Source: an optimization exercise on an open RTL-to-GDS flow (aim: small area and a short achievable clock period). Production flows keep margins and buffers that such runs may drop.
Function was checked by simulation only, so behaviour that the tests miss may differ from the original.
Power and IR drop assume default switching activity.

File: flow/design.v
package coproc_pkg;
  parameter int operand_w   = 16;    
  parameter int word_w      = 32;    
  parameter int mult_stages = 3;     
  parameter int cold_pulse_ext  = 6;
  parameter int warm_pulse_ext  = 2;
  parameter int debug_pulse_ext = 32;
  parameter int uptime_w = 32;    
  parameter int led_w    = 10;    
  typedef enum logic {
    pulse_idle   = 1'b0,
    pulse_active = 1'b1    
  } pulse_state_t;
endpackage
import coproc_pkg::*;
module pulse_timer #(
  parameter int pulse_ext = cold_pulse_ext    
) (
  input  logic CLOCK_50,
  input  logic hps_fpga_reset_n,
  input  logic run,        
  output logic expired     
);
  localparam int cnt_w = (pulse_ext > 1) ? $clog2(pulse_ext) : 1;
  localparam logic [cnt_w-1:0] last_val = cnt_w'(pulse_ext - 1);
  logic [cnt_w-1:0] cnt_q;
  always_ff @(posedge CLOCK_50 or negedge hps_fpga_reset_n) begin
    if (!hps_fpga_reset_n) begin
      cnt_q <= '0;
    end else if (run) begin
      if (expired) begin
        cnt_q <= '0;                    
      end else begin
        cnt_q <= cnt_q + 1'b1;
      end
    end
  end
  assign expired = (cnt_q == last_val);
endmodule
import coproc_pkg::*;
module reset_req_fsm #(
  parameter int pulse_ext = cold_pulse_ext    
) (
  input  logic CLOCK_50,
  input  logic hps_fpga_reset_n,
  input  logic req,       
  output logic pulse      
);
  logic         req_q;       
  logic         req_prev;    
  logic         rise;
  logic         expired;     
  coproc_pkg::pulse_state_t state_q;
  coproc_pkg::pulse_state_t state_d;
  always_ff @(posedge CLOCK_50 or negedge hps_fpga_reset_n) begin
    if (!hps_fpga_reset_n) begin
      req_q    <= 1'b0;
      req_prev <= 1'b0;
    end else begin
      req_q    <= req;        
      req_prev <= req_q;
    end
  end
  assign rise = req_q && !req_prev;    
  always_comb begin
    state_d = state_q;
    case (state_q)
      pulse_idle: begin
        if (rise) state_d = pulse_active;
      end
      pulse_active: begin
        if (expired) state_d = pulse_idle;
      end
      default: state_d = pulse_idle;
    endcase
  end
  always_ff @(posedge CLOCK_50 or negedge hps_fpga_reset_n) begin
    if (!hps_fpga_reset_n) begin
      state_q <= pulse_idle;
    end else begin
      state_q <= state_d;
    end
  end
  assign pulse = (state_q == pulse_active);
  pulse_timer #(
    .pulse_ext (pulse_ext)
  ) timer_inst (
    .CLOCK_50         (CLOCK_50),
    .hps_fpga_reset_n (hps_fpga_reset_n),
    .run              (pulse),
    .expired          (expired)
  );
endmodule
import coproc_pkg::*;
module mult_pipe #(
  parameter int stages = mult_stages    
) (
  input  logic              CLOCK_50,
  input  logic              hps_fpga_reset_n,
  input  logic [word_w-1:0] in_readdata,
  input  logic              in_waitrequest,
  output logic              in_read,
  output logic [word_w-1:0] out_writedata,
  output logic              out_write,
  input  logic              out_waitrequest
);
  logic              stall;
  logic [2:0]        vld_q;           
  logic [15:0]       op_b;            
  logic [16:0]       b_ext;           
  logic [15:0]       a_q;
  logic [7:0]        one_q, two_q, neg_q;
  logic              one8_q;
  logic [7:0]        one_d, two_d, neg_d;
  logic [76:0]       s1_d, s1_q;
  logic [27:0]       x2, y2, sum2;
  logic [word_w-1:0] p_d, p_q;
  assign stall   = out_waitrequest;
  assign in_read = !in_waitrequest && !stall;
  always_ff @(posedge CLOCK_50 or negedge hps_fpga_reset_n) begin
    if (!hps_fpga_reset_n) begin
      vld_q <= '0;
    end else if (!stall) begin
      vld_q <= {vld_q[1:0], in_read};
    end
  end
  assign op_b  = in_readdata[word_w-1:operand_w];
  assign b_ext = {op_b, 1'b0};
  always_comb begin
    for (int i = 0; i < 8; i++) begin
      one_d[i] = b_ext[2*i+1] ^ b_ext[2*i];
      two_d[i] = (b_ext[2*i+2] & !b_ext[2*i+1] & !b_ext[2*i]) |
                 (!b_ext[2*i+2] & b_ext[2*i+1] & b_ext[2*i]);
      neg_d[i] = b_ext[2*i+2];
    end
  end
  logic pp1;
  logic pp2;
  logic pp3;
  logic pp4;
  logic pp5;
  logic pp6;
  logic pp7;
  logic pp8;
  logic pp9;
  logic pp10;
  logic pp11;
  logic pp12;
  logic pp13;
  logic pp14;
  logic pp15;
  logic pp16;
  logic pp17;
  logic ns18;
  logic pp19;
  logic pp20;
  logic pp21;
  logic pp22;
  logic pp23;
  logic pp24;
  logic pp25;
  logic pp26;
  logic pp27;
  logic pp28;
  logic pp29;
  logic pp30;
  logic pp31;
  logic pp32;
  logic pp33;
  logic pp34;
  logic pp35;
  logic ns36;
  logic pp37;
  logic pp38;
  logic pp39;
  logic pp40;
  logic pp41;
  logic pp42;
  logic pp43;
  logic pp44;
  logic pp45;
  logic pp46;
  logic pp47;
  logic pp48;
  logic pp49;
  logic pp50;
  logic pp51;
  logic pp52;
  logic pp53;
  logic ns54;
  logic pp55;
  logic pp56;
  logic pp57;
  logic pp58;
  logic pp59;
  logic pp60;
  logic pp61;
  logic pp62;
  logic pp63;
  logic pp64;
  logic pp65;
  logic pp66;
  logic pp67;
  logic pp68;
  logic pp69;
  logic pp70;
  logic pp71;
  logic ns72;
  logic pp73;
  logic pp74;
  logic pp75;
  logic pp76;
  logic pp77;
  logic pp78;
  logic pp79;
  logic pp80;
  logic pp81;
  logic pp82;
  logic pp83;
  logic pp84;
  logic pp85;
  logic pp86;
  logic pp87;
  logic pp88;
  logic pp89;
  logic ns90;
  logic pp91;
  logic pp92;
  logic pp93;
  logic pp94;
  logic pp95;
  logic pp96;
  logic pp97;
  logic pp98;
  logic pp99;
  logic pp100;
  logic pp101;
  logic pp102;
  logic pp103;
  logic pp104;
  logic pp105;
  logic pp106;
  logic pp107;
  logic ns108;
  logic pp109;
  logic pp110;
  logic pp111;
  logic pp112;
  logic pp113;
  logic pp114;
  logic pp115;
  logic pp116;
  logic pp117;
  logic pp118;
  logic pp119;
  logic pp120;
  logic pp121;
  logic pp122;
  logic pp123;
  logic pp124;
  logic pp125;
  logic ns126;
  logic pp127;
  logic pp128;
  logic pp129;
  logic pp130;
  logic pp131;
  logic pp132;
  logic pp133;
  logic pp134;
  logic pp135;
  logic pp136;
  logic pp137;
  logic pp138;
  logic pp139;
  logic pp140;
  logic pp141;
  logic pp142;
  logic pp143;
  logic ns144;
  logic pp145;
  logic pp146;
  logic pp147;
  logic pp148;
  logic pp149;
  logic pp150;
  logic pp151;
  logic pp152;
  logic pp153;
  logic pp154;
  logic pp155;
  logic pp156;
  logic pp157;
  logic pp158;
  logic pp159;
  logic pp160;
  logic s161;
  logic c162;
  logic s163;
  logic c164;
  logic s165;
  logic c166;
  logic s167;
  logic c168;
  logic s169;
  logic c170;
  logic s171;
  logic c172;
  logic s173;
  logic c174;
  logic s175;
  logic c176;
  logic s177;
  logic c178;
  logic s179;
  logic c180;
  logic s181;
  logic c182;
  logic s183;
  logic c184;
  logic s185;
  logic c186;
  logic s187;
  logic c188;
  logic s189;
  logic c190;
  logic s191;
  logic c192;
  logic s193;
  logic c194;
  logic s195;
  logic c196;
  logic s197;
  logic c198;
  logic s199;
  logic c200;
  logic s201;
  logic c202;
  logic s203;
  logic c204;
  logic s205;
  logic c206;
  logic s207;
  logic c208;
  logic s209;
  logic c210;
  logic s211;
  logic c212;
  logic s213;
  logic c214;
  logic s215;
  logic c216;
  logic s217;
  logic c218;
  logic s219;
  logic c220;
  logic s221;
  logic c222;
  logic s223;
  logic c224;
  logic s225;
  logic c226;
  logic s227;
  logic c228;
  logic s229;
  logic c230;
  logic s231;
  logic c232;
  logic s233;
  logic c234;
  logic s235;
  logic c236;
  logic s237;
  logic c238;
  logic s239;
  logic c240;
  logic s241;
  logic c242;
  logic s243;
  logic c244;
  logic s245;
  logic c246;
  logic s247;
  logic c248;
  logic s249;
  logic c250;
  logic s251;
  logic c252;
  logic s253;
  logic c254;
  logic s255;
  logic c256;
  logic s257;
  logic c258;
  logic s259;
  logic c260;
  logic s261;
  logic c262;
  logic s263;
  logic c264;
  logic s265;
  logic c266;
  logic s267;
  logic c268;
  logic s269;
  logic c270;
  logic s271;
  logic c272;
  logic s273;
  logic c274;
  logic s275;
  logic c276;
  logic s277;
  logic c278;
  logic s279;
  logic c280;
  logic s281;
  logic c282;
  logic s283;
  logic c284;
  logic s285;
  logic c286;
  logic s287;
  logic c288;
  logic s289;
  logic c290;
  logic s291;
  logic c292;
  logic s293;
  logic c294;
  logic s295;
  logic c296;
  logic s297;
  logic c298;
  logic s299;
  logic c300;
  logic s301;
  logic c302;
  logic s303;
  logic c304;
  logic s305;
  logic c306;
  logic s307;
  logic c308;
  logic s309;
  logic c310;
  logic s311;
  logic c312;
  logic s313;
  logic c314;
  logic s315;
  logic c316;
  logic s317;
  logic c318;
  logic s319;
  logic c320;
  logic s321;
  logic c322;
  logic s323;
  logic c324;
  logic s325;
  logic c326;
  logic s327;
  logic c328;
  logic s329;
  logic c330;
  logic s331;
  logic c332;
  logic s333;
  logic c334;
  logic s335;
  logic c336;
  logic s337;
  logic c338;
  logic s339;
  logic c340;
  logic s341;
  logic c342;
  logic s343;
  logic c344;
  logic s345;
  logic c346;
  logic s347;
  logic c348;
  logic s349;
  logic c350;
  logic s351;
  logic c352;
  logic s353;
  logic c354;
  logic s355;
  logic c356;
  logic s357;
  logic c358;
  logic s359;
  logic c360;
  logic s361;
  logic c362;
  logic s363;
  logic c364;
  logic s365;
  logic c366;
  logic s367;
  logic c368;
  logic s369;
  logic c370;
  logic s371;
  logic c372;
  logic s373;
  logic c374;
  logic s375;
  logic c376;
  logic s377;
  logic c378;
  logic s379;
  logic c380;
  logic s381;
  logic c382;
  logic s383;
  logic c384;
  logic s385;
  logic c386;
  logic s387;
  logic c388;
  logic s389;
  logic c390;
  logic s391;
  logic c392;
  logic s393;
  logic c394;
  logic s395;
  logic c396;
  logic s397;
  logic c398;
  logic s399;
  logic c400;
  logic s401;
  logic c402;
  logic s403;
  logic c404;
  logic s405;
  logic c406;
  logic s409;
  logic c410;
  logic s411;
  logic c412;
  logic s413;
  logic c414;
  logic s415;
  logic c416;
  logic s417;
  logic c418;
  logic s419;
  logic c420;
  logic s421;
  logic c422;
  logic s423;
  logic c424;
  logic s425;
  logic c426;
  logic s427;
  logic c428;
  logic s429;
  logic c430;
  logic s431;
  logic c432;
  logic s433;
  logic c434;
  logic s435;
  logic c436;
  logic s437;
  logic c438;
  logic s439;
  logic c440;
  logic s441;
  logic c442;
  logic s443;
  logic c444;
  logic s445;
  logic c446;
  logic s447;
  logic c448;
  logic s449;
  logic c450;
  assign pp1 = ((one_q[0] & a_q[0])) ^ neg_q[0];
  assign pp2 = ((one_q[0] & a_q[1]) | (two_q[0] & a_q[0])) ^ neg_q[0];
  assign pp3 = ((one_q[0] & a_q[2]) | (two_q[0] & a_q[1])) ^ neg_q[0];
  assign pp4 = ((one_q[0] & a_q[3]) | (two_q[0] & a_q[2])) ^ neg_q[0];
  assign pp5 = ((one_q[0] & a_q[4]) | (two_q[0] & a_q[3])) ^ neg_q[0];
  assign pp6 = ((one_q[0] & a_q[5]) | (two_q[0] & a_q[4])) ^ neg_q[0];
  assign pp7 = ((one_q[0] & a_q[6]) | (two_q[0] & a_q[5])) ^ neg_q[0];
  assign pp8 = ((one_q[0] & a_q[7]) | (two_q[0] & a_q[6])) ^ neg_q[0];
  assign pp9 = ((one_q[0] & a_q[8]) | (two_q[0] & a_q[7])) ^ neg_q[0];
  assign pp10 = ((one_q[0] & a_q[9]) | (two_q[0] & a_q[8])) ^ neg_q[0];
  assign pp11 = ((one_q[0] & a_q[10]) | (two_q[0] & a_q[9])) ^ neg_q[0];
  assign pp12 = ((one_q[0] & a_q[11]) | (two_q[0] & a_q[10])) ^ neg_q[0];
  assign pp13 = ((one_q[0] & a_q[12]) | (two_q[0] & a_q[11])) ^ neg_q[0];
  assign pp14 = ((one_q[0] & a_q[13]) | (two_q[0] & a_q[12])) ^ neg_q[0];
  assign pp15 = ((one_q[0] & a_q[14]) | (two_q[0] & a_q[13])) ^ neg_q[0];
  assign pp16 = ((one_q[0] & a_q[15]) | (two_q[0] & a_q[14])) ^ neg_q[0];
  assign pp17 = ((two_q[0] & a_q[15])) ^ neg_q[0];
  assign ns18 = ~neg_q[0];
  assign pp19 = ((one_q[1] & a_q[0])) ^ neg_q[1];
  assign pp20 = ((one_q[1] & a_q[1]) | (two_q[1] & a_q[0])) ^ neg_q[1];
  assign pp21 = ((one_q[1] & a_q[2]) | (two_q[1] & a_q[1])) ^ neg_q[1];
  assign pp22 = ((one_q[1] & a_q[3]) | (two_q[1] & a_q[2])) ^ neg_q[1];
  assign pp23 = ((one_q[1] & a_q[4]) | (two_q[1] & a_q[3])) ^ neg_q[1];
  assign pp24 = ((one_q[1] & a_q[5]) | (two_q[1] & a_q[4])) ^ neg_q[1];
  assign pp25 = ((one_q[1] & a_q[6]) | (two_q[1] & a_q[5])) ^ neg_q[1];
  assign pp26 = ((one_q[1] & a_q[7]) | (two_q[1] & a_q[6])) ^ neg_q[1];
  assign pp27 = ((one_q[1] & a_q[8]) | (two_q[1] & a_q[7])) ^ neg_q[1];
  assign pp28 = ((one_q[1] & a_q[9]) | (two_q[1] & a_q[8])) ^ neg_q[1];
  assign pp29 = ((one_q[1] & a_q[10]) | (two_q[1] & a_q[9])) ^ neg_q[1];
  assign pp30 = ((one_q[1] & a_q[11]) | (two_q[1] & a_q[10])) ^ neg_q[1];
  assign pp31 = ((one_q[1] & a_q[12]) | (two_q[1] & a_q[11])) ^ neg_q[1];
  assign pp32 = ((one_q[1] & a_q[13]) | (two_q[1] & a_q[12])) ^ neg_q[1];
  assign pp33 = ((one_q[1] & a_q[14]) | (two_q[1] & a_q[13])) ^ neg_q[1];
  assign pp34 = ((one_q[1] & a_q[15]) | (two_q[1] & a_q[14])) ^ neg_q[1];
  assign pp35 = ((two_q[1] & a_q[15])) ^ neg_q[1];
  assign ns36 = ~neg_q[1];
  assign pp37 = ((one_q[2] & a_q[0])) ^ neg_q[2];
  assign pp38 = ((one_q[2] & a_q[1]) | (two_q[2] & a_q[0])) ^ neg_q[2];
  assign pp39 = ((one_q[2] & a_q[2]) | (two_q[2] & a_q[1])) ^ neg_q[2];
  assign pp40 = ((one_q[2] & a_q[3]) | (two_q[2] & a_q[2])) ^ neg_q[2];
  assign pp41 = ((one_q[2] & a_q[4]) | (two_q[2] & a_q[3])) ^ neg_q[2];
  assign pp42 = ((one_q[2] & a_q[5]) | (two_q[2] & a_q[4])) ^ neg_q[2];
  assign pp43 = ((one_q[2] & a_q[6]) | (two_q[2] & a_q[5])) ^ neg_q[2];
  assign pp44 = ((one_q[2] & a_q[7]) | (two_q[2] & a_q[6])) ^ neg_q[2];
  assign pp45 = ((one_q[2] & a_q[8]) | (two_q[2] & a_q[7])) ^ neg_q[2];
  assign pp46 = ((one_q[2] & a_q[9]) | (two_q[2] & a_q[8])) ^ neg_q[2];
  assign pp47 = ((one_q[2] & a_q[10]) | (two_q[2] & a_q[9])) ^ neg_q[2];
  assign pp48 = ((one_q[2] & a_q[11]) | (two_q[2] & a_q[10])) ^ neg_q[2];
  assign pp49 = ((one_q[2] & a_q[12]) | (two_q[2] & a_q[11])) ^ neg_q[2];
  assign pp50 = ((one_q[2] & a_q[13]) | (two_q[2] & a_q[12])) ^ neg_q[2];
  assign pp51 = ((one_q[2] & a_q[14]) | (two_q[2] & a_q[13])) ^ neg_q[2];
  assign pp52 = ((one_q[2] & a_q[15]) | (two_q[2] & a_q[14])) ^ neg_q[2];
  assign pp53 = ((two_q[2] & a_q[15])) ^ neg_q[2];
  assign ns54 = ~neg_q[2];
  assign pp55 = ((one_q[3] & a_q[0])) ^ neg_q[3];
  assign pp56 = ((one_q[3] & a_q[1]) | (two_q[3] & a_q[0])) ^ neg_q[3];
  assign pp57 = ((one_q[3] & a_q[2]) | (two_q[3] & a_q[1])) ^ neg_q[3];
  assign pp58 = ((one_q[3] & a_q[3]) | (two_q[3] & a_q[2])) ^ neg_q[3];
  assign pp59 = ((one_q[3] & a_q[4]) | (two_q[3] & a_q[3])) ^ neg_q[3];
  assign pp60 = ((one_q[3] & a_q[5]) | (two_q[3] & a_q[4])) ^ neg_q[3];
  assign pp61 = ((one_q[3] & a_q[6]) | (two_q[3] & a_q[5])) ^ neg_q[3];
  assign pp62 = ((one_q[3] & a_q[7]) | (two_q[3] & a_q[6])) ^ neg_q[3];
  assign pp63 = ((one_q[3] & a_q[8]) | (two_q[3] & a_q[7])) ^ neg_q[3];
  assign pp64 = ((one_q[3] & a_q[9]) | (two_q[3] & a_q[8])) ^ neg_q[3];
  assign pp65 = ((one_q[3] & a_q[10]) | (two_q[3] & a_q[9])) ^ neg_q[3];
  assign pp66 = ((one_q[3] & a_q[11]) | (two_q[3] & a_q[10])) ^ neg_q[3];
  assign pp67 = ((one_q[3] & a_q[12]) | (two_q[3] & a_q[11])) ^ neg_q[3];
  assign pp68 = ((one_q[3] & a_q[13]) | (two_q[3] & a_q[12])) ^ neg_q[3];
  assign pp69 = ((one_q[3] & a_q[14]) | (two_q[3] & a_q[13])) ^ neg_q[3];
  assign pp70 = ((one_q[3] & a_q[15]) | (two_q[3] & a_q[14])) ^ neg_q[3];
  assign pp71 = ((two_q[3] & a_q[15])) ^ neg_q[3];
  assign ns72 = ~neg_q[3];
  assign pp73 = ((one_q[4] & a_q[0])) ^ neg_q[4];
  assign pp74 = ((one_q[4] & a_q[1]) | (two_q[4] & a_q[0])) ^ neg_q[4];
  assign pp75 = ((one_q[4] & a_q[2]) | (two_q[4] & a_q[1])) ^ neg_q[4];
  assign pp76 = ((one_q[4] & a_q[3]) | (two_q[4] & a_q[2])) ^ neg_q[4];
  assign pp77 = ((one_q[4] & a_q[4]) | (two_q[4] & a_q[3])) ^ neg_q[4];
  assign pp78 = ((one_q[4] & a_q[5]) | (two_q[4] & a_q[4])) ^ neg_q[4];
  assign pp79 = ((one_q[4] & a_q[6]) | (two_q[4] & a_q[5])) ^ neg_q[4];
  assign pp80 = ((one_q[4] & a_q[7]) | (two_q[4] & a_q[6])) ^ neg_q[4];
  assign pp81 = ((one_q[4] & a_q[8]) | (two_q[4] & a_q[7])) ^ neg_q[4];
  assign pp82 = ((one_q[4] & a_q[9]) | (two_q[4] & a_q[8])) ^ neg_q[4];
  assign pp83 = ((one_q[4] & a_q[10]) | (two_q[4] & a_q[9])) ^ neg_q[4];
  assign pp84 = ((one_q[4] & a_q[11]) | (two_q[4] & a_q[10])) ^ neg_q[4];
  assign pp85 = ((one_q[4] & a_q[12]) | (two_q[4] & a_q[11])) ^ neg_q[4];
  assign pp86 = ((one_q[4] & a_q[13]) | (two_q[4] & a_q[12])) ^ neg_q[4];
  assign pp87 = ((one_q[4] & a_q[14]) | (two_q[4] & a_q[13])) ^ neg_q[4];
  assign pp88 = ((one_q[4] & a_q[15]) | (two_q[4] & a_q[14])) ^ neg_q[4];
  assign pp89 = ((two_q[4] & a_q[15])) ^ neg_q[4];
  assign ns90 = ~neg_q[4];
  assign pp91 = ((one_q[5] & a_q[0])) ^ neg_q[5];
  assign pp92 = ((one_q[5] & a_q[1]) | (two_q[5] & a_q[0])) ^ neg_q[5];
  assign pp93 = ((one_q[5] & a_q[2]) | (two_q[5] & a_q[1])) ^ neg_q[5];
  assign pp94 = ((one_q[5] & a_q[3]) | (two_q[5] & a_q[2])) ^ neg_q[5];
  assign pp95 = ((one_q[5] & a_q[4]) | (two_q[5] & a_q[3])) ^ neg_q[5];
  assign pp96 = ((one_q[5] & a_q[5]) | (two_q[5] & a_q[4])) ^ neg_q[5];
  assign pp97 = ((one_q[5] & a_q[6]) | (two_q[5] & a_q[5])) ^ neg_q[5];
  assign pp98 = ((one_q[5] & a_q[7]) | (two_q[5] & a_q[6])) ^ neg_q[5];
  assign pp99 = ((one_q[5] & a_q[8]) | (two_q[5] & a_q[7])) ^ neg_q[5];
  assign pp100 = ((one_q[5] & a_q[9]) | (two_q[5] & a_q[8])) ^ neg_q[5];
  assign pp101 = ((one_q[5] & a_q[10]) | (two_q[5] & a_q[9])) ^ neg_q[5];
  assign pp102 = ((one_q[5] & a_q[11]) | (two_q[5] & a_q[10])) ^ neg_q[5];
  assign pp103 = ((one_q[5] & a_q[12]) | (two_q[5] & a_q[11])) ^ neg_q[5];
  assign pp104 = ((one_q[5] & a_q[13]) | (two_q[5] & a_q[12])) ^ neg_q[5];
  assign pp105 = ((one_q[5] & a_q[14]) | (two_q[5] & a_q[13])) ^ neg_q[5];
  assign pp106 = ((one_q[5] & a_q[15]) | (two_q[5] & a_q[14])) ^ neg_q[5];
  assign pp107 = ((two_q[5] & a_q[15])) ^ neg_q[5];
  assign ns108 = ~neg_q[5];
  assign pp109 = ((one_q[6] & a_q[0])) ^ neg_q[6];
  assign pp110 = ((one_q[6] & a_q[1]) | (two_q[6] & a_q[0])) ^ neg_q[6];
  assign pp111 = ((one_q[6] & a_q[2]) | (two_q[6] & a_q[1])) ^ neg_q[6];
  assign pp112 = ((one_q[6] & a_q[3]) | (two_q[6] & a_q[2])) ^ neg_q[6];
  assign pp113 = ((one_q[6] & a_q[4]) | (two_q[6] & a_q[3])) ^ neg_q[6];
  assign pp114 = ((one_q[6] & a_q[5]) | (two_q[6] & a_q[4])) ^ neg_q[6];
  assign pp115 = ((one_q[6] & a_q[6]) | (two_q[6] & a_q[5])) ^ neg_q[6];
  assign pp116 = ((one_q[6] & a_q[7]) | (two_q[6] & a_q[6])) ^ neg_q[6];
  assign pp117 = ((one_q[6] & a_q[8]) | (two_q[6] & a_q[7])) ^ neg_q[6];
  assign pp118 = ((one_q[6] & a_q[9]) | (two_q[6] & a_q[8])) ^ neg_q[6];
  assign pp119 = ((one_q[6] & a_q[10]) | (two_q[6] & a_q[9])) ^ neg_q[6];
  assign pp120 = ((one_q[6] & a_q[11]) | (two_q[6] & a_q[10])) ^ neg_q[6];
  assign pp121 = ((one_q[6] & a_q[12]) | (two_q[6] & a_q[11])) ^ neg_q[6];
  assign pp122 = ((one_q[6] & a_q[13]) | (two_q[6] & a_q[12])) ^ neg_q[6];
  assign pp123 = ((one_q[6] & a_q[14]) | (two_q[6] & a_q[13])) ^ neg_q[6];
  assign pp124 = ((one_q[6] & a_q[15]) | (two_q[6] & a_q[14])) ^ neg_q[6];
  assign pp125 = ((two_q[6] & a_q[15])) ^ neg_q[6];
  assign ns126 = ~neg_q[6];
  assign pp127 = ((one_q[7] & a_q[0])) ^ neg_q[7];
  assign pp128 = ((one_q[7] & a_q[1]) | (two_q[7] & a_q[0])) ^ neg_q[7];
  assign pp129 = ((one_q[7] & a_q[2]) | (two_q[7] & a_q[1])) ^ neg_q[7];
  assign pp130 = ((one_q[7] & a_q[3]) | (two_q[7] & a_q[2])) ^ neg_q[7];
  assign pp131 = ((one_q[7] & a_q[4]) | (two_q[7] & a_q[3])) ^ neg_q[7];
  assign pp132 = ((one_q[7] & a_q[5]) | (two_q[7] & a_q[4])) ^ neg_q[7];
  assign pp133 = ((one_q[7] & a_q[6]) | (two_q[7] & a_q[5])) ^ neg_q[7];
  assign pp134 = ((one_q[7] & a_q[7]) | (two_q[7] & a_q[6])) ^ neg_q[7];
  assign pp135 = ((one_q[7] & a_q[8]) | (two_q[7] & a_q[7])) ^ neg_q[7];
  assign pp136 = ((one_q[7] & a_q[9]) | (two_q[7] & a_q[8])) ^ neg_q[7];
  assign pp137 = ((one_q[7] & a_q[10]) | (two_q[7] & a_q[9])) ^ neg_q[7];
  assign pp138 = ((one_q[7] & a_q[11]) | (two_q[7] & a_q[10])) ^ neg_q[7];
  assign pp139 = ((one_q[7] & a_q[12]) | (two_q[7] & a_q[11])) ^ neg_q[7];
  assign pp140 = ((one_q[7] & a_q[13]) | (two_q[7] & a_q[12])) ^ neg_q[7];
  assign pp141 = ((one_q[7] & a_q[14]) | (two_q[7] & a_q[13])) ^ neg_q[7];
  assign pp142 = ((one_q[7] & a_q[15]) | (two_q[7] & a_q[14])) ^ neg_q[7];
  assign pp143 = ((two_q[7] & a_q[15])) ^ neg_q[7];
  assign ns144 = ~neg_q[7];
  assign pp145 = one8_q & a_q[0];
  assign pp146 = one8_q & a_q[1];
  assign pp147 = one8_q & a_q[2];
  assign pp148 = one8_q & a_q[3];
  assign pp149 = one8_q & a_q[4];
  assign pp150 = one8_q & a_q[5];
  assign pp151 = one8_q & a_q[6];
  assign pp152 = one8_q & a_q[7];
  assign pp153 = one8_q & a_q[8];
  assign pp154 = one8_q & a_q[9];
  assign pp155 = one8_q & a_q[10];
  assign pp156 = one8_q & a_q[11];
  assign pp157 = one8_q & a_q[12];
  assign pp158 = one8_q & a_q[13];
  assign pp159 = one8_q & a_q[14];
  assign pp160 = one8_q & a_q[15];
  assign s161 = ~ns18;
  assign c162 = ns18;
  assign s163 = ~pp147;
  assign c164 = pp147;
  mult_ha u_s165 (.a(neg_q[5]), .b(pp11), .s(s165), .co(c166));
  mult_ha u_s167 (.a(pp12), .b(pp28), .s(s167), .co(c168));
  mult_fa u_s169 (.a(neg_q[6]), .b(pp13), .c(pp29), .s(s169), .co(c170));
  mult_ha u_s171 (.a(pp45), .b(pp61), .s(s171), .co(c172));
  mult_fa u_s173 (.a(pp14), .b(pp30), .c(pp46), .s(s173), .co(c174));
  mult_ha u_s175 (.a(pp62), .b(pp78), .s(s175), .co(c176));
  mult_fa u_s177 (.a(neg_q[7]), .b(pp15), .c(pp31), .s(s177), .co(c178));
  mult_fa u_s179 (.a(pp47), .b(pp63), .c(pp79), .s(s179), .co(c180));
  mult_ha u_s181 (.a(pp95), .b(pp111), .s(s181), .co(c182));
  mult_fa u_s183 (.a(pp16), .b(pp32), .c(pp48), .s(s183), .co(c184));
  mult_fa u_s185 (.a(pp64), .b(pp80), .c(pp96), .s(s185), .co(c186));
  mult_ha u_s187 (.a(pp112), .b(pp128), .s(s187), .co(c188));
  mult_fa u_s189 (.a(pp145), .b(pp17), .c(pp33), .s(s189), .co(c190));
  mult_fa u_s191 (.a(pp49), .b(pp65), .c(pp81), .s(s191), .co(c192));
  mult_fa u_s193 (.a(pp97), .b(pp113), .c(pp129), .s(s193), .co(c194));
  mult_fa u_s195 (.a(pp146), .b(s161), .c(pp34), .s(s195), .co(c196));
  mult_fa u_s197 (.a(pp50), .b(pp66), .c(pp82), .s(s197), .co(c198));
  mult_fa u_s199 (.a(pp98), .b(pp114), .c(pp130), .s(s199), .co(c200));
  mult_fa u_s201 (.a(c162), .b(s163), .c(pp35), .s(s201), .co(c202));
  mult_fa u_s203 (.a(pp51), .b(pp67), .c(pp83), .s(s203), .co(c204));
  mult_fa u_s205 (.a(pp99), .b(pp115), .c(pp131), .s(s205), .co(c206));
  mult_fa u_s207 (.a(ns36), .b(pp148), .c(c164), .s(s207), .co(c208));
  mult_fa u_s209 (.a(pp52), .b(pp68), .c(pp84), .s(s209), .co(c210));
  mult_fa u_s211 (.a(pp100), .b(pp116), .c(pp132), .s(s211), .co(c212));
  assign s213 = ~(pp149 ^ pp53);
  assign c214 = pp149 | pp53;
  mult_fa u_s215 (.a(pp69), .b(pp85), .c(pp101), .s(s215), .co(c216));
  mult_ha u_s217 (.a(pp117), .b(pp133), .s(s217), .co(c218));
  mult_fa u_s219 (.a(ns54), .b(pp150), .c(pp70), .s(s219), .co(c220));
  mult_fa u_s221 (.a(pp86), .b(pp102), .c(pp118), .s(s221), .co(c222));
  assign s223 = ~(pp151 ^ pp71);
  assign c224 = pp151 | pp71;
  mult_ha u_s225 (.a(pp87), .b(pp103), .s(s225), .co(c226));
  mult_fa u_s227 (.a(ns72), .b(pp152), .c(pp88), .s(s227), .co(c228));
  assign s229 = ~pp153;
  assign c230 = pp153;
  mult_ha u_s231 (.a(neg_q[3]), .b(pp7), .s(s231), .co(c232));
  mult_ha u_s233 (.a(pp8), .b(pp24), .s(s233), .co(c234));
  mult_fa u_s235 (.a(neg_q[4]), .b(pp9), .c(pp25), .s(s235), .co(c236));
  mult_ha u_s237 (.a(pp41), .b(pp57), .s(s237), .co(c238));
  mult_fa u_s239 (.a(pp10), .b(pp26), .c(pp42), .s(s239), .co(c240));
  mult_ha u_s241 (.a(pp58), .b(pp74), .s(s241), .co(c242));
  mult_fa u_s243 (.a(pp27), .b(pp43), .c(pp59), .s(s243), .co(c244));
  mult_fa u_s245 (.a(pp75), .b(pp91), .c(s165), .s(s245), .co(c246));
  mult_fa u_s247 (.a(pp44), .b(pp60), .c(pp76), .s(s247), .co(c248));
  mult_fa u_s249 (.a(pp92), .b(c166), .c(s167), .s(s249), .co(c250));
  mult_fa u_s251 (.a(pp77), .b(pp93), .c(pp109), .s(s251), .co(c252));
  mult_fa u_s253 (.a(c168), .b(s171), .c(s169), .s(s253), .co(c254));
  mult_fa u_s255 (.a(pp94), .b(pp110), .c(c172), .s(s255), .co(c256));
  mult_fa u_s257 (.a(s175), .b(c170), .c(s173), .s(s257), .co(c258));
  mult_fa u_s259 (.a(pp127), .b(c176), .c(s181), .s(s259), .co(c260));
  mult_fa u_s261 (.a(c174), .b(s177), .c(s179), .s(s261), .co(c262));
  mult_fa u_s263 (.a(c182), .b(s187), .c(c178), .s(s263), .co(c264));
  mult_fa u_s265 (.a(c180), .b(s183), .c(s185), .s(s265), .co(c266));
  mult_fa u_s267 (.a(c188), .b(c184), .c(c186), .s(s267), .co(c268));
  mult_fa u_s269 (.a(s189), .b(s191), .c(s193), .s(s269), .co(c270));
  mult_fa u_s271 (.a(c190), .b(c192), .c(c194), .s(s271), .co(c272));
  mult_fa u_s273 (.a(s195), .b(s197), .c(s199), .s(s273), .co(c274));
  mult_fa u_s275 (.a(c196), .b(c198), .c(c200), .s(s275), .co(c276));
  mult_fa u_s277 (.a(s201), .b(s203), .c(s205), .s(s277), .co(c278));
  mult_fa u_s279 (.a(s207), .b(c202), .c(c204), .s(s279), .co(c280));
  mult_fa u_s281 (.a(c206), .b(s209), .c(s211), .s(s281), .co(c282));
  mult_fa u_s283 (.a(c208), .b(s217), .c(c210), .s(s283), .co(c284));
  mult_fa u_s285 (.a(c212), .b(s213), .c(s215), .s(s285), .co(c286));
  mult_fa u_s287 (.a(pp134), .b(c218), .c(c214), .s(s287), .co(c288));
  mult_fa u_s289 (.a(c216), .b(s219), .c(s221), .s(s289), .co(c290));
  mult_fa u_s291 (.a(pp119), .b(pp135), .c(s225), .s(s291), .co(c292));
  mult_fa u_s293 (.a(c220), .b(c222), .c(s223), .s(s293), .co(c294));
  mult_fa u_s295 (.a(pp104), .b(pp120), .c(pp136), .s(s295), .co(c296));
  mult_fa u_s297 (.a(c226), .b(c224), .c(s227), .s(s297), .co(c298));
  mult_fa u_s299 (.a(s229), .b(pp89), .c(pp105), .s(s299), .co(c300));
  mult_fa u_s301 (.a(pp121), .b(pp137), .c(c228), .s(s301), .co(c302));
  mult_fa u_s303 (.a(ns90), .b(pp154), .c(c230), .s(s303), .co(c304));
  mult_fa u_s305 (.a(pp106), .b(pp122), .c(pp138), .s(s305), .co(c306));
  assign s307 = ~(pp155 ^ pp107);
  assign c308 = pp155 | pp107;
  mult_ha u_s309 (.a(pp123), .b(pp139), .s(s309), .co(c310));
  mult_fa u_s311 (.a(ns108), .b(pp156), .c(pp124), .s(s311), .co(c312));
  assign s313 = ~pp157;
  assign c314 = pp157;
  mult_ha u_s315 (.a(neg_q[2]), .b(pp5), .s(s315), .co(c316));
  mult_ha u_s317 (.a(pp6), .b(pp22), .s(s317), .co(c318));
  mult_fa u_s319 (.a(pp23), .b(pp39), .c(pp55), .s(s319), .co(c320));
  mult_fa u_s321 (.a(pp40), .b(pp56), .c(c232), .s(s321), .co(c322));
  mult_fa u_s323 (.a(pp73), .b(c234), .c(s237), .s(s323), .co(c324));
  mult_fa u_s325 (.a(c238), .b(s241), .c(c236), .s(s325), .co(c326));
  mult_fa u_s327 (.a(c242), .b(c240), .c(s243), .s(s327), .co(c328));
  mult_fa u_s329 (.a(c244), .b(s247), .c(c246), .s(s329), .co(c330));
  mult_fa u_s331 (.a(c248), .b(s251), .c(c250), .s(s331), .co(c332));
  mult_fa u_s333 (.a(c252), .b(s255), .c(c254), .s(s333), .co(c334));
  mult_fa u_s335 (.a(c256), .b(s259), .c(c258), .s(s335), .co(c336));
  mult_fa u_s337 (.a(c260), .b(c262), .c(s263), .s(s337), .co(c338));
  mult_fa u_s339 (.a(c264), .b(c266), .c(s267), .s(s339), .co(c340));
  mult_fa u_s341 (.a(c268), .b(c270), .c(s271), .s(s341), .co(c342));
  mult_fa u_s343 (.a(c272), .b(c274), .c(s275), .s(s343), .co(c344));
  mult_fa u_s345 (.a(c276), .b(c278), .c(s279), .s(s345), .co(c346));
  mult_fa u_s347 (.a(c280), .b(c282), .c(s283), .s(s347), .co(c348));
  mult_fa u_s349 (.a(c284), .b(c286), .c(s287), .s(s349), .co(c350));
  mult_fa u_s351 (.a(s291), .b(c288), .c(c290), .s(s351), .co(c352));
  mult_fa u_s353 (.a(s295), .b(c292), .c(c294), .s(s353), .co(c354));
  mult_fa u_s355 (.a(c296), .b(s299), .c(c298), .s(s355), .co(c356));
  mult_fa u_s357 (.a(s303), .b(c300), .c(s305), .s(s357), .co(c358));
  mult_fa u_s359 (.a(c304), .b(s309), .c(c306), .s(s359), .co(c360));
  mult_fa u_s361 (.a(pp140), .b(c310), .c(c308), .s(s361), .co(c362));
  mult_fa u_s363 (.a(s313), .b(pp125), .c(pp141), .s(s363), .co(c364));
  mult_fa u_s365 (.a(ns126), .b(pp158), .c(c314), .s(s365), .co(c366));
  assign s367 = ~pp159;
  assign c368 = pp159;
  mult_ha u_s369 (.a(neg_q[1]), .b(pp3), .s(s369), .co(c370));
  mult_ha u_s371 (.a(pp4), .b(pp20), .s(s371), .co(c372));
  mult_fa u_s373 (.a(pp21), .b(pp37), .c(s315), .s(s373), .co(c374));
  mult_fa u_s375 (.a(pp38), .b(c316), .c(s317), .s(s375), .co(c376));
  mult_fa u_s377 (.a(c318), .b(s231), .c(s319), .s(s377), .co(c378));
  mult_fa u_s379 (.a(s233), .b(c320), .c(s321), .s(s379), .co(c380));
  mult_fa u_s381 (.a(s235), .b(c322), .c(s323), .s(s381), .co(c382));
  mult_fa u_s383 (.a(s239), .b(c324), .c(s325), .s(s383), .co(c384));
  mult_fa u_s385 (.a(s245), .b(c326), .c(s327), .s(s385), .co(c386));
  mult_ha u_s387 (.a(s307), .b(c358), .s(s387), .co(c388));
  mult_fa u_s389 (.a(s311), .b(c360), .c(s361), .s(s389), .co(c390));
  mult_fa u_s391 (.a(c312), .b(s363), .c(c362), .s(s391), .co(c392));
  mult_fa u_s393 (.a(pp142), .b(s365), .c(c364), .s(s393), .co(c394));
  mult_fa u_s395 (.a(s367), .b(c366), .c(pp143), .s(s395), .co(c396));
  mult_fa u_s397 (.a(ns144), .b(pp160), .c(c368), .s(s397), .co(c398));
  mult_ha u_s399 (.a(neg_q[0]), .b(pp1), .s(s399), .co(c400));
  mult_ha u_s401 (.a(pp2), .b(c400), .s(s401), .co(c402));
  mult_fa u_s403 (.a(pp19), .b(s369), .c(c402), .s(s403), .co(c404));
  mult_fa u_s405 (.a(c370), .b(s371), .c(c404), .s(s405), .co(c406));
  assign s1_d = {c406, s397, c396, s395, c394, s393, c392, s391, c390, s389, c388, s359, s387, c356, s357, c302, s355, c354, s301, s353, c352, s297, s351, c350, s293, s349, c348, s289, s347, c346, s285, s345, c344, s281, s343, c342, s277, s341, c340, s273, s339, c338, s269, s337, c336, s265, s335, c334, s261, s333, c332, s257, s331, c330, s253, s329, c328, s249, c386, s385, c384, s383, c382, s381, c380, s379, c378, s377, c376, s375, c374, s373, c372, s405, s403, s401, s399};
  mult_fa u_s409 (.a(s1_q[18]), .b(s1_q[19]), .c(s1_q[20]), .s(s409), .co(c410));
  mult_fa u_s411 (.a(s1_q[22]), .b(s1_q[23]), .c(s1_q[24]), .s(s411), .co(c412));
  mult_fa u_s413 (.a(s1_q[25]), .b(s1_q[26]), .c(s1_q[27]), .s(s413), .co(c414));
  mult_fa u_s415 (.a(s1_q[28]), .b(s1_q[29]), .c(s1_q[30]), .s(s415), .co(c416));
  mult_fa u_s417 (.a(s1_q[31]), .b(s1_q[32]), .c(s1_q[33]), .s(s417), .co(c418));
  mult_fa u_s419 (.a(s1_q[34]), .b(s1_q[35]), .c(s1_q[36]), .s(s419), .co(c420));
  mult_fa u_s421 (.a(s1_q[37]), .b(s1_q[38]), .c(s1_q[39]), .s(s421), .co(c422));
  mult_fa u_s423 (.a(s1_q[40]), .b(s1_q[41]), .c(s1_q[42]), .s(s423), .co(c424));
  mult_fa u_s425 (.a(s1_q[43]), .b(s1_q[44]), .c(s1_q[45]), .s(s425), .co(c426));
  mult_fa u_s427 (.a(s1_q[46]), .b(s1_q[47]), .c(s1_q[48]), .s(s427), .co(c428));
  mult_fa u_s429 (.a(s1_q[49]), .b(s1_q[50]), .c(s1_q[51]), .s(s429), .co(c430));
  mult_fa u_s431 (.a(s1_q[52]), .b(s1_q[53]), .c(s1_q[54]), .s(s431), .co(c432));
  mult_fa u_s433 (.a(s1_q[55]), .b(s1_q[56]), .c(s1_q[57]), .s(s433), .co(c434));
  mult_fa u_s435 (.a(s1_q[58]), .b(s1_q[59]), .c(s1_q[60]), .s(s435), .co(c436));
  mult_fa u_s437 (.a(s1_q[61]), .b(s1_q[62]), .c(s1_q[63]), .s(s437), .co(c438));
  mult_ha u_s439 (.a(s1_q[64]), .b(s1_q[65]), .s(s439), .co(c440));
  mult_ha u_s441 (.a(s1_q[66]), .b(s1_q[67]), .s(s441), .co(c442));
  mult_ha u_s443 (.a(s1_q[68]), .b(s1_q[69]), .s(s443), .co(c444));
  mult_ha u_s445 (.a(s1_q[70]), .b(s1_q[71]), .s(s445), .co(c446));
  mult_ha u_s447 (.a(s1_q[72]), .b(s1_q[73]), .s(s447), .co(c448));
  mult_ha u_s449 (.a(s1_q[74]), .b(s1_q[75]), .s(s449), .co(c450));
  assign x2  = {s449, s447, s445, s443, s441, s439, s437, s435, s433, s431, s429, s427, s425, s423, s421, s419, s417, s415, s413, s411, s409, s1_q[16], s1_q[14], s1_q[12], s1_q[10], s1_q[8], s1_q[6], s1_q[4]};
  assign y2  = {c448, c446, c444, c442, c440, c438, c436, c434, c432, c430, c428, c426, c424, c422, c420, c418, c416, c414, c412, c410, s1_q[21], s1_q[17], s1_q[15], s1_q[13], s1_q[11], s1_q[9], s1_q[7], s1_q[5]};
  logic [27:0] g0, p0, cy;
  assign g0 = x2 & y2;
  assign p0 = x2 ^ y2;
  logic bg1;
  assign bg1 = g0[0] | (p0[0] & s1_q[76]);
  logic bg2;
  assign bg2 = g0[2] | (p0[2] & g0[1]);
  logic bp2;
  assign bp2 = p0[2] & p0[1];
  logic bg3;
  assign bg3 = g0[4] | (p0[4] & g0[3]);
  logic bp3;
  assign bp3 = p0[4] & p0[3];
  logic bg4;
  assign bg4 = g0[6] | (p0[6] & g0[5]);
  logic bp4;
  assign bp4 = p0[6] & p0[5];
  logic bg5;
  assign bg5 = g0[8] | (p0[8] & g0[7]);
  logic bp5;
  assign bp5 = p0[8] & p0[7];
  logic bg6;
  assign bg6 = g0[10] | (p0[10] & g0[9]);
  logic bp6;
  assign bp6 = p0[10] & p0[9];
  logic bg7;
  assign bg7 = g0[12] | (p0[12] & g0[11]);
  logic bp7;
  assign bp7 = p0[12] & p0[11];
  logic bg8;
  assign bg8 = g0[14] | (p0[14] & g0[13]);
  logic bp8;
  assign bp8 = p0[14] & p0[13];
  logic bg9;
  assign bg9 = g0[16] | (p0[16] & g0[15]);
  logic bp9;
  assign bp9 = p0[16] & p0[15];
  logic bg10;
  assign bg10 = g0[18] | (p0[18] & g0[17]);
  logic bp10;
  assign bp10 = p0[18] & p0[17];
  logic bg11;
  assign bg11 = g0[20] | (p0[20] & g0[19]);
  logic bp11;
  assign bp11 = p0[20] & p0[19];
  logic bg12;
  assign bg12 = g0[22] | (p0[22] & g0[21]);
  logic bp12;
  assign bp12 = p0[22] & p0[21];
  logic bg13;
  assign bg13 = g0[24] | (p0[24] & g0[23]);
  logic bp13;
  assign bp13 = p0[24] & p0[23];
  logic bg14;
  assign bg14 = g0[26] | (p0[26] & g0[25]);
  logic bp14;
  assign bp14 = p0[26] & p0[25];
  logic bg15;
  assign bg15 = g0[1] | (p0[1] & bg1);
  logic bg16;
  assign bg16 = bg2 | (bp2 & bg1);
  logic bg17;
  assign bg17 = g0[5] | (p0[5] & bg3);
  logic bp17;
  assign bp17 = p0[5] & bp3;
  logic bg18;
  assign bg18 = bg4 | (bp4 & bg3);
  logic bp18;
  assign bp18 = bp4 & bp3;
  logic bg19;
  assign bg19 = g0[9] | (p0[9] & bg5);
  logic bp19;
  assign bp19 = p0[9] & bp5;
  logic bg20;
  assign bg20 = bg6 | (bp6 & bg5);
  logic bp20;
  assign bp20 = bp6 & bp5;
  logic bg21;
  assign bg21 = g0[13] | (p0[13] & bg7);
  logic bp21;
  assign bp21 = p0[13] & bp7;
  logic bg22;
  assign bg22 = bg8 | (bp8 & bg7);
  logic bp22;
  assign bp22 = bp8 & bp7;
  logic bg23;
  assign bg23 = g0[17] | (p0[17] & bg9);
  logic bp23;
  assign bp23 = p0[17] & bp9;
  logic bg24;
  assign bg24 = bg10 | (bp10 & bg9);
  logic bp24;
  assign bp24 = bp10 & bp9;
  logic bg25;
  assign bg25 = g0[21] | (p0[21] & bg11);
  logic bp25;
  assign bp25 = p0[21] & bp11;
  logic bg26;
  assign bg26 = bg12 | (bp12 & bg11);
  logic bp26;
  assign bp26 = bp12 & bp11;
  logic bg27;
  assign bg27 = g0[25] | (p0[25] & bg13);
  logic bp27;
  assign bp27 = p0[25] & bp13;
  logic bg28;
  assign bg28 = bg14 | (bp14 & bg13);
  logic bp28;
  assign bp28 = bp14 & bp13;
  logic bg29;
  assign bg29 = g0[3] | (p0[3] & bg16);
  logic bg30;
  assign bg30 = bg3 | (bp3 & bg16);
  logic bg31;
  assign bg31 = bg17 | (bp17 & bg16);
  logic bg32;
  assign bg32 = bg18 | (bp18 & bg16);
  logic bg33;
  assign bg33 = g0[11] | (p0[11] & bg20);
  logic bp33;
  assign bp33 = p0[11] & bp20;
  logic bg34;
  assign bg34 = bg7 | (bp7 & bg20);
  logic bp34;
  assign bp34 = bp7 & bp20;
  logic bg35;
  assign bg35 = bg21 | (bp21 & bg20);
  logic bp35;
  assign bp35 = bp21 & bp20;
  logic bg36;
  assign bg36 = bg22 | (bp22 & bg20);
  logic bp36;
  assign bp36 = bp22 & bp20;
  logic bg37;
  assign bg37 = g0[19] | (p0[19] & bg24);
  logic bp37;
  assign bp37 = p0[19] & bp24;
  logic bg38;
  assign bg38 = bg11 | (bp11 & bg24);
  logic bp38;
  assign bp38 = bp11 & bp24;
  logic bg39;
  assign bg39 = bg25 | (bp25 & bg24);
  logic bp39;
  assign bp39 = bp25 & bp24;
  logic bg40;
  assign bg40 = bg26 | (bp26 & bg24);
  logic bp40;
  assign bp40 = bp26 & bp24;
  logic bg41;
  assign bg41 = g0[27] | (p0[27] & bg28);
  logic bp41;
  assign bp41 = p0[27] & bp28;
  logic bg42;
  assign bg42 = g0[7] | (p0[7] & bg32);
  logic bg43;
  assign bg43 = bg5 | (bp5 & bg32);
  logic bg44;
  assign bg44 = bg19 | (bp19 & bg32);
  logic bg45;
  assign bg45 = bg20 | (bp20 & bg32);
  logic bg46;
  assign bg46 = bg33 | (bp33 & bg32);
  logic bg47;
  assign bg47 = bg34 | (bp34 & bg32);
  logic bg48;
  assign bg48 = bg35 | (bp35 & bg32);
  logic bg49;
  assign bg49 = bg36 | (bp36 & bg32);
  logic bg50;
  assign bg50 = g0[23] | (p0[23] & bg40);
  logic bp50;
  assign bp50 = p0[23] & bp40;
  logic bg51;
  assign bg51 = bg13 | (bp13 & bg40);
  logic bp51;
  assign bp51 = bp13 & bp40;
  logic bg52;
  assign bg52 = bg27 | (bp27 & bg40);
  logic bp52;
  assign bp52 = bp27 & bp40;
  logic bg53;
  assign bg53 = bg28 | (bp28 & bg40);
  logic bp53;
  assign bp53 = bp28 & bp40;
  logic bg54;
  assign bg54 = bg41 | (bp41 & bg40);
  logic bp54;
  assign bp54 = bp41 & bp40;
  logic bg55;
  assign bg55 = g0[15] | (p0[15] & bg49);
  logic bg56;
  assign bg56 = bg9 | (bp9 & bg49);
  logic bg57;
  assign bg57 = bg23 | (bp23 & bg49);
  logic bg58;
  assign bg58 = bg24 | (bp24 & bg49);
  logic bg59;
  assign bg59 = bg37 | (bp37 & bg49);
  logic bg60;
  assign bg60 = bg38 | (bp38 & bg49);
  logic bg61;
  assign bg61 = bg39 | (bp39 & bg49);
  logic bg62;
  assign bg62 = bg40 | (bp40 & bg49);
  logic bg63;
  assign bg63 = bg50 | (bp50 & bg49);
  logic bg64;
  assign bg64 = bg51 | (bp51 & bg49);
  logic bg65;
  assign bg65 = bg52 | (bp52 & bg49);
  logic bg66;
  assign bg66 = bg53 | (bp53 & bg49);
  logic bg67;
  assign bg67 = bg54 | (bp54 & bg49);
  assign cy = {bg66, bg65, bg64, bg63, bg62, bg61, bg60, bg59, bg58, bg57, bg56, bg55, bg49, bg48, bg47, bg46, bg45, bg44, bg43, bg42, bg32, bg31, bg30, bg29, bg16, bg15, bg1, s1_q[76]};
  assign sum2 = p0 ^ cy;
  assign p_d = {sum2, {s1_q[3], s1_q[2], s1_q[1], s1_q[0]}};
  always_ff @(posedge CLOCK_50) begin
    if (!stall) begin
      a_q    <= in_readdata[operand_w-1:0];
      one_q  <= one_d;
      two_q  <= two_d;
      neg_q  <= neg_d;
      one8_q <= op_b[15];
      s1_q   <= s1_d;
      p_q    <= p_d;
    end
  end
  assign out_write     = vld_q[2];
  assign out_writedata = p_q;
endmodule
module mult_fa (
  input  logic a,
  input  logic b,
  input  logic c,
  output logic s,
  output logic co
);
  assign s  = a ^ b ^ c;
  assign co = (a & b) | (c & (a ^ b));
endmodule
module mult_ha (
  input  logic a,
  input  logic b,
  output logic s,
  output logic co
);
  assign s  = a ^ b;
  assign co = a & b;
endmodule
import coproc_pkg::*;
module coproc_top (
  input  logic                CLOCK_50,
  input  logic                hps_fpga_reset_n,
  input  logic [word_w-1:0]   in_readdata,
  input  logic                in_waitrequest,
  output logic                in_read,
  output logic [word_w-1:0]   out_writedata,
  output logic                out_write,
  input  logic                out_waitrequest,
  input  logic [2:0]          reset_req,
  output logic                cold_reset,
  output logic                warm_reset,
  output logic                debug_reset,
  output logic [uptime_w-1:0] status_count,
  output logic [led_w-1:0]    ledr
);
  logic [uptime_w-1:0] uptime_q;    
  mult_pipe #(
    .stages (mult_stages)
  ) mult_inst (
    .CLOCK_50         (CLOCK_50),
    .hps_fpga_reset_n (hps_fpga_reset_n),
    .in_readdata      (in_readdata),
    .in_waitrequest   (in_waitrequest),
    .in_read          (in_read),
    .out_writedata    (out_writedata),
    .out_write        (out_write),
    .out_waitrequest  (out_waitrequest)
  );
  reset_req_fsm #(
    .pulse_ext (cold_pulse_ext)
  ) cold_req_inst (
    .CLOCK_50         (CLOCK_50),
    .hps_fpga_reset_n (hps_fpga_reset_n),
    .req              (reset_req[0]),
    .pulse            (cold_reset)
  );
  reset_req_fsm #(
    .pulse_ext (warm_pulse_ext)
  ) warm_req_inst (
    .CLOCK_50         (CLOCK_50),
    .hps_fpga_reset_n (hps_fpga_reset_n),
    .req              (reset_req[1]),
    .pulse            (warm_reset)
  );
  reset_req_fsm #(
    .pulse_ext (debug_pulse_ext)
  ) debug_req_inst (
    .CLOCK_50         (CLOCK_50),
    .hps_fpga_reset_n (hps_fpga_reset_n),
    .req              (reset_req[2]),
    .pulse            (debug_reset)
  );
  localparam int grp_w = 8;
  localparam int n_grp = uptime_w / grp_w;
  logic [uptime_w-1:0] uptime_d;
  logic [n_grp-1:0]    grp_cin;
  logic [grp_w:0]      carry [n_grp];    
  assign grp_cin[0] = 1'b1;
  for (genvar g = 1; g < n_grp; g++) begin : g_cin
    assign grp_cin[g] = grp_cin[g-1] & (&uptime_q[g*grp_w-1 -: grp_w]);
  end
  for (genvar g = 0; g < n_grp; g++) begin : g_grp
    for (genvar i = 0; i < grp_w; i++) begin : g_bit
      if (g == 0 && i == 0) begin : g_lsb
        assign uptime_d[0]  = !uptime_q[0];
        assign carry[0][1]  = uptime_q[0];
      end else begin : g_ha
        uptime_ha ha_inst (
          .a  (uptime_q[g*grp_w+i]),
          .b  ((i == 0) ? grp_cin[g] : carry[g][i]),
          .s  (uptime_d[g*grp_w+i]),
          .co (carry[g][i+1])
        );
      end
    end
  end
  always_ff @(posedge CLOCK_50 or negedge hps_fpga_reset_n) begin
    if (!hps_fpga_reset_n) begin
      uptime_q <= '0;
    end else begin
      uptime_q <= uptime_d;    
    end
  end
  assign status_count = uptime_q;                        
  assign ledr         = uptime_q[uptime_w-1 -: led_w];   
endmodule
module uptime_ha (
  input  logic a,
  input  logic b,
  output logic s,
  output logic co
);
  assign s  = a ^ b;
  assign co = a & b;
endmodule
File: flow/flow/run.sh
#!/bin/bash
# Layout flow: the standard ORFS flow, with the port buffers that the
# placement step inserts made from sky130_fd_sc_hd__buf_1, which the timing
# repair may then resize, instead of the delay-cell buffer the resizer picks.
set -euo pipefail
bash standard.sh "BUFFER_PORTS_ARGS=-buffer_cell sky130_fd_sc_hd__buf_1" finish > orfs_make.log 2>&1
File: flow/standard.sh
#!/bin/bash
# synth_recipe.tcl (not shown) runs the flow's synth.tcl, then flattens the netlist and writes it again
# the make line also repeats each setting of config.mk as NAME=value (left out here)
make -C /OpenROAD-flow-scripts/flow DESIGN_CONFIG=/design/flow/config.mk WORK_HOME=/design/flow/orfs CLKGATE_MAP_FILE= SYNTH_SCRIPT=/design/flow/synth_recipe.tcl "${@:-finish}"
File: flow/config.mk
export PLATFORM = sky130hd
export DESIGN_NAME = coproc_top
export DESIGN_NICKNAME = coproc_top
export VERILOG_FILES = /design/flow/design.v
export SDC_FILE = /design/flow/constraint.sdc
export NUM_CORES = 4
export LEC_CHECK = 0
export CAP_MARGIN = 20
export CORE_MARGIN = 2
export CORE_UTILIZATION = 60
export CTS_CLUSTER_DIAMETER = 150
export CTS_CLUSTER_SIZE = 30
export SETUP_SLACK_MARGIN = 3.7
export SLEW_MARGIN = 20
export SYNTH_HIERARCHICAL = 1
export TNS_END_PERCENT = 5
File: flow/constraint.sdc
create_clock -name core_clock -period 6.8 [get_ports {CLOCK_50}]
set_input_delay 1.3600 -clock core_clock [delete_from_list [all_inputs] [get_ports {CLOCK_50}]]
set_output_delay 1.3600 -clock core_clock [all_outputs]
set_load 0.01 [all_outputs]
==> results.py, run 1 <==
metrics = {
    "status": {
        "status": "finished clean",
    },
    "detailed_routing": {
        "first_pass_iters": 5,
        "wl_met3_mm": 1.64,
        "drt_wl_total_mm": 25.9,
        "drt-met1-wl_mm": 12.2,
        "drt_iter0_markers": 521,
        "highest_layer": "met4",
        "ant_nets": 0,
        "dr_wl_met2_mm": 11.7,
        "wire_per_inst_um": 19.2,
        "routed_via_density": 5.92,
        "drc": 0,
        "vias": 8000,
    },
    "finish": {
        "final_cell_mix": "149 x edfxtp_1, 146 x xnor2_1, 120 x a22oi_1, 115 x fa_1, 114 x buf_1",
        "nNetsFinal": 1311,
        "n_antenna_cell": 0,
        "layout_commonest_cell": "edfxtp_1",
        "final-seq-area_um2": 5800,
        "multi_input_area_um2": 7030,
        "drive_gt1_share_pct": 5.97,
        "syn_to_final_growth_pct": 7.14,
        "fill_cells": 1716,
    },
    "sta": {
        "rsz0062_at_grt": "true",
        "period_share_pct": 45.5,
        "clock_skew_ns": 0.0139,
        "setup-tns-final_ns": 0,
        "finalSetupViolations": 0,
        "worst_pin_slew_ns": 1.07,
        "max_freq_mhz": 323,
        "period_needed_ns": 3.09,
        "relSlewSlack_pct": 29.0,
        "maxSlewViolCount": 0,
        "hold_viol": 0,
    },
    "worst_setup_path": {
        "end_kind": "output port",
        "worstRegToRegCells": 4,
        "arrival_ns": 1.73,
        "start_kind": "primary input",
        "rrSetupSlack_ns": 3.76,
        "r2r-start": "mult_inst.neg_q[3]$_DFFE_PN_",
        "r2r-end": "mult_inst.s1_q[42]$_DFFE_PN_",
        "worstSetupPathType": "in2out",
        "required_ns": 5.44,
        "path_max_fanout": 5,
    },
    "worst_hold_path": {
        "min_path_cells": 0,
        "worstHoldPathType": "reg2reg",
        "hp-start": "cold_req_inst.req_q$_DFF_PN0_",
        "hold_end": "cold_req_inst.req_prev$_DFF_PN0_",
    },
    "place": {
        "hpwl_mm": 17.9,
        "port_buffers": 117,
        "gp_congestion": 0.826,
    },
    "clock_network": {
        "clk_path_buf_depth": 3,
        "numCtsBuffers": 10,
        "cts_num_sinks": 202,
        "clock_latency_ns": 0.48,
        "clkTransAtPathRegs_ns": 0.11,
        "ctsHtreeMaxLevel": 1,
        "cts_hold_buf": 0,
        "cts-root-buf": "clkbuf_16",
        "cts_tree": "yes",
    },
    "logic_synthesis": {
        "syn_area_um2": 13300,
        "synthArstFlopShare_pct": 26.2,
        "ys_ff_latch": 202,
        "synth_cells": 1014,
        "seq_area_frac_synth_pct": 43.6,
        "ys_warn_count": 16,
        "synth_edf_count": 149,
        "synth-main-ff-cell": "edfxtp_1",
        "syn_avg_cell_area_um2": 13.1,
        "yosysUniqueCellTypes": 57,
        "synth.net_count": 1256,
    },
    "grt": {
        "grt_pass1_wl_mm": 42.8,
        "grt-ovfl-total": 0,
        "grt_pass1_vias": 7959,
        "grt_max_degree": 59,
        "track_usage_pct": 22.8,
        "grt_antenna_before_repair": 0,
    },
    "floorplanning": {
        "fp-row-count": 54,
        "die_w_um": 153,
        "die_y_um": 153,
        "core_um2": 21800,
        "dieArea_um2": 23400,
        "io_pins": 118,
        "initial_core_util_pct": 61.1,
    },
    "pwr": {
        "finalPower_mw": 6.44,
        "leakagePower_nw": 5.61,
        "peakVddDrop_v": 0.000315,
        "power.density_nw_per_um2": 452,
    },
    "run": {
        "drv_cap": 0,
    },
}
-- timing repair --
action	4_1_cts	5_1_grt
pin swaps	8	6
gates resized for setup	5	7
endpoints found under the setup margin	12	29
setup buffers	2	10
-- registers in the layout, indices dropped and copies added, names as in the netlist --
name                             cells
cold_req_inst.req_prev               1
cold_req_inst.req_q                  1
cold_req_inst.state_q                1
cold_req_inst.timer_inst.cnt_q       3
debug_req_inst.req_prev              1
debug_req_inst.req_q                 1
debug_req_inst.state_q               1
debug_req_inst.timer_inst.cnt_q      5
mult_inst.a_q                       16
mult_inst.neg_q                      7
mult_inst.one8_q                     1
mult_inst.one_q                      8
mult_inst.p_q                       32
mult_inst.s1_q                      77
mult_inst.two_q                      8
mult_inst.vld_q                      3
uptime_q                            32
warm_req_inst.req_prev               1
warm_req_inst.req_q                  1
warm_req_inst.state_q                1
warm_req_inst.timer_inst.cnt_q       1
-- power by group --
group	switching (mW)	leakage, nW	internal, mW
Combinational	1.87	3.33	1.62
Clock	0.371	0.144	0.301
Sequential	0.267	2.14	2.01
-- worst max-delay path by stage --
stage,from,endpoint,depth (start not counted),slack [ns]
floorplan,out_waitrequest,mult_inst.a_q[0]$_DFFE_PN_,1,2.90
global placement,out_waitrequest,mult_inst.a_q[14]$_DFFE_PN_,3,3.35
detailed placement,out_waitrequest,mult_inst.one_q[6]$_DFFE_PN_,3,3.34
CTS,mult_inst.s1_q[48]$_DFFE_PN_,mult_inst.p_q[31]$_DFFE_PN_,8,3.69
global route,mult_inst.s1_q[46]$_DFFE_PN_,mult_inst.p_q[31]$_DFFE_PN_,8,3.64
finish,out_waitrequest,in_read,3,3.71
-- routing by layer --
| layer | vias up | global-route usage [%] |
|---|---|---|
| met2 | 284 | 34.9 |
| met5 | - | 0 |
| met1 | 4007 | 35.1 |
| met3 | 30 | 3.71 |
| met4 | 0 | 4.94 |
| li1 | 3679 | - |
-- per-stage QoR --
stage | instances | hold WS (ns) | utilization [%] | instance area (um2) | worst slack, ns
after floorplan | 1014 | 0.355 | - | 13300 | 2.90
after global placement | 1324 | 0.360 | 63.2 | 13700 | 3.35
after detailed placement | 1324 | 0.381 | 63.2 | 13700 | 3.34
after CTS | 1341 | 0.398 | 64.7 | 14100 | 3.69
after global routing | 1352 | 0.410 | 65.5 | 14200 | 3.64
final | 1352 | 0.395 | 65.5 | 14200 | 3.71
-- per-module statistics from Yosys, one instance, submodules excluded, a selection --
| module | cells | flip-flops and latches |
|---|---|---|
| coproc_top | 54 | 32 |
| mult_ha | 1 | 0 |
| uptime_ha | 1 | 0 |
| mult_fa | 1 | 0 |
-- worst max-delay path, stage by stage --
cell	delay [ns]
buf_2	0.14
nor2_2	0.10
buf_2	0.13
-- final cells by class --
type,count,share of cell area (%)
Clock buffer,14,2.01
Clock inverter,1,0.0615
Inverter,40,1.08
Multi-Input combinational cell,679,49.3
Sequential cell,202,40.7
Tap cell,280,2.46
Timing Repair Buffer,136,4.34
-- cells in the mapped netlist, types with 3 or more instances --
cell | count | area, um2
mux2_2 | 4 | 45.0
o2111ai_1 | 3 | 26.3
nand2b_1 | 14 | 87.6
buf_4 | 11 | 82.6
a22oi_1 | 120 | 901
nand2_1 | 32 | 120
ha_1 | 88 | 1100
o311ai_1 | 3 | 26.3
nor3_1 | 11 | 55.1
a21o_1 | 4 | 30.0
nand3b_1 | 8 | 60.1
a221o_1 | 3 | 30.0
nand3_1 | 3 | 15.0
nor2b_1 | 3 | 18.8
and3_1 | 4 | 25.0
dfrtp_1 | 53 | 1330
nor2_1 | 12 | 45.0
mux2i_1 | 5 | 50.1
fa_1 | 115 | 2300
a211oi_2 | 3 | 37.5
a21oi_1 | 15 | 75.1
xor2_1 | 15 | 131
o21ai_0 | 12 | 60.1
edfxtp_1 | 149 | 4470
inv_1 | 40 | 150
xnor2_1 | 146 | 1280
and2_1 | 14 | 87.6
buf_1 | 3 | 11.3
clkbuf_1 | 79 | 297
nand4_1 | 5 | 31.3
-- cell families (layout without fill, tap and decap cells) --
group	count (synthesis)	after routing	share of synthesized area, %
mux	11	11	0.941
xor+xnor	161	161	10.6
simple gates	122	122	5.11
buf+inv	133	191	4.07
compound gates	182	182	10.0
fa+ha+maj	203	203	25.6
flops	202	202	43.6
==> run 2, diff against run 1 <==
--- a/flow/config.mk
+++ b/flow/config.mk
@@ -12,2 +12,3 @@
 export CTS_CLUSTER_SIZE = 30
+export GPL_ROUTABILITY_DRIVEN = 0
 export SETUP_SLACK_MARGIN = 3.7
==> run 2 against run 1 <==
  * Fmax unchanged
  * Area after synthesis unchanged
  * Synthesized cell count unchanged
  * Core utilization unchanged
  * Global-route usage unchanged
  * First-iteration DRC count unchanged
  * Clock skew unchanged
  * Sequential power about the same
  * Clock power about the same
  * Final area unchanged
  * Combinational power about the same
  * Largest cell class unchanged
  * Die area unchanged
==> results.py, run 2 <==
metrics = {
    "worst_setup_path": {
        "crit_top_cell": "buf_2",
        "required_ns": 5.44,
        "start_kind": "primary input",
        "end_kind": "output port",
    },
    "logic_synthesis": {
        "synth_edf_count": 149,
        "synth_commonest_cells": "149 x edfxtp_1, 146 x xnor2_1, 120 x a22oi_1",
        "synth.net_count": 1256,
        "seq_area_frac_synth_pct": 43.6,
    },
    "sta": {
        "setup-tns-final_ns": 0,
        "max_freq_mhz": 323,
    },
    "clock_network": {
        "clock_latency_ns": 0.48,
        "cts-root-buf": "clkbuf_16",
        "clk_path_buf_depth": 3,
        "cts_hold_buf": 0,
        "cts_tree": "yes",
    },
    "pwr": {
        "p_comb_share_pct": 54.3,
        "power.net_switching_mw": 2.51,
        "p_int_mw": 3.93,
        "switching_share_pct": 38.9,
        "clkPwrFrac_pct": 10.4,
    },
    "status": {
        "status": "finished clean",
    },
    "finish": {
        "n_antenna_cell": 0,
        "largest_registers": "mult_inst.s1_q (77), mult_inst.p_q (32), uptime_q (32)",
    },
    "floorplanning": {
        "io_pins": 118,
        "core_um2": 21800,
        "initial_core_util_pct": 61.1,
        "die_y_um": 153,
    },
    "worst_hold_path": {
        "worstHoldPathType": "reg2reg",
    },
    "grt": {
        "grt-ovfl-total": 0,
    },
    "detailed_routing": {
        "drt_iter0_markers": 521,
        "routed_via_density": 5.92,
        "wire_per_inst_um": 19.2,
        "first_pass_iters": 5,
        "vias": 8000,
    },
}
==> run 2: logic make-up after synthesis <==
group | Yosys count | share of synthesized area, %
compound gates | 182 | 10.0
simple gates | 122 | 5.11
fa+ha+maj | 203 | 25.6
mux | 11 | 0.941
xor+xnor | 161 | 10.6
flops | 202 | 43.6
buf+inv | 133 | 4.07
==> run 2: Yosys stat by module, one instance, submodules excluded, excerpt <==
module | copies in the design | flip-flops and latches | cell area, um2 | cells
coproc_top | 1 | 32 | 963 | 54
mult_fa | 110 | 0 | 20.0 | 1
mult_ha | 26 | 0 | 12.5 | 1
uptime_ha | 31 | 0 | 12.5 | 1
==> run 2: per-stage QoR <==
stage / std cells / setup WS (ns) / area (um2) / utilization [%]
6_report: 1352 / 3.71 / 14200 / 65.5
5_1_grt: 1352 / 3.64 / 14200 / 65.5
4_1_cts: 1341 / 3.69 / 14100 / 64.7
3_5_place_dp: 1324 / 3.34 / 13700 / 63.2
3_3_place_gp: 1324 / 3.35 / 13700 / 63.2
2_1_floorplan: 1014 / 2.90 / 13300 / -
==> run 2: layout make-up <==
class / instances / area [um2]
fill: 1716 / 7510
clock buffer: 14 / 287
timing repair buffer: 136 / 618
tap: 280 / 350
inverter: 40 / 154
clock inverter: 1 / 8.76
multi-input combinational: 679 / 7030
sequential: 202 / 5800
==> run 2: what timing repair did <==
action                                  4_1_cts  5_1_grt
endpoints found under the setup margin       12       29
pin swaps                                     8        6
buffers inserted                              2       10
gates resized for setup                       5        7
==> run 2: power groups by stage <==
| stage | Sequential (mW) | Combinational [mW] | Clock, mW |
|---|---|---|---|
| global route | 2.32 | 4.00 | 0.732 |
| CTS | 2.29 | 3.38 | 0.702 |
| global placement | 2.30 | 3.24 | 0 |
| detailed placement | 2.31 | 3.32 | 0 |
| floorplan | 2.22 | 2.53 | 0 |
| finish | 2.27 | 3.49 | 0.672 |
==> run 2: worst paths after layout <==
kind                            cells after the start                           from                                 to  slack [ns]
max in group asynchronous                           2               hps_fpga_reset_n              uptime_q[2]$_DFF_PN0_        5.36
worst min-delay path                                0  cold_req_inst.req_q$_DFF_PN0_   cold_req_inst.req_prev$_DFF_PN0_        0.39
worst max register to register                      4   mult_inst.neg_q[3]$_DFFE_PN_       mult_inst.s1_q[42]$_DFFE_PN_        3.76
worst min register to register                      0  cold_req_inst.req_q$_DFF_PN0_   cold_req_inst.req_prev$_DFF_PN0_        0.39
min in group asynchronous                           2               hps_fpga_reset_n  debug_req_inst.req_prev$_DFF_PN0_        0.97
worst max-delay path                                3                out_waitrequest                            in_read        3.71
==> run 2: metal layers <==
layer / GRT usage (%) / share of wire (%)
met1: 35.1 / 47
met2: 34.9 / 45
met3: 3.71 / 6.3
met4: 4.94 / 1.8
met5: 0 / 0

Re-timed with assumed drivers on the ports (clkbuf_16 on the clock, buf_2 on other inputs), run 2 has 3.689 ns of setup slack against 3.708 ns with ideal ports, and 3.491 ns once port delays also move by the mid clock arrival of 0.520 ns.
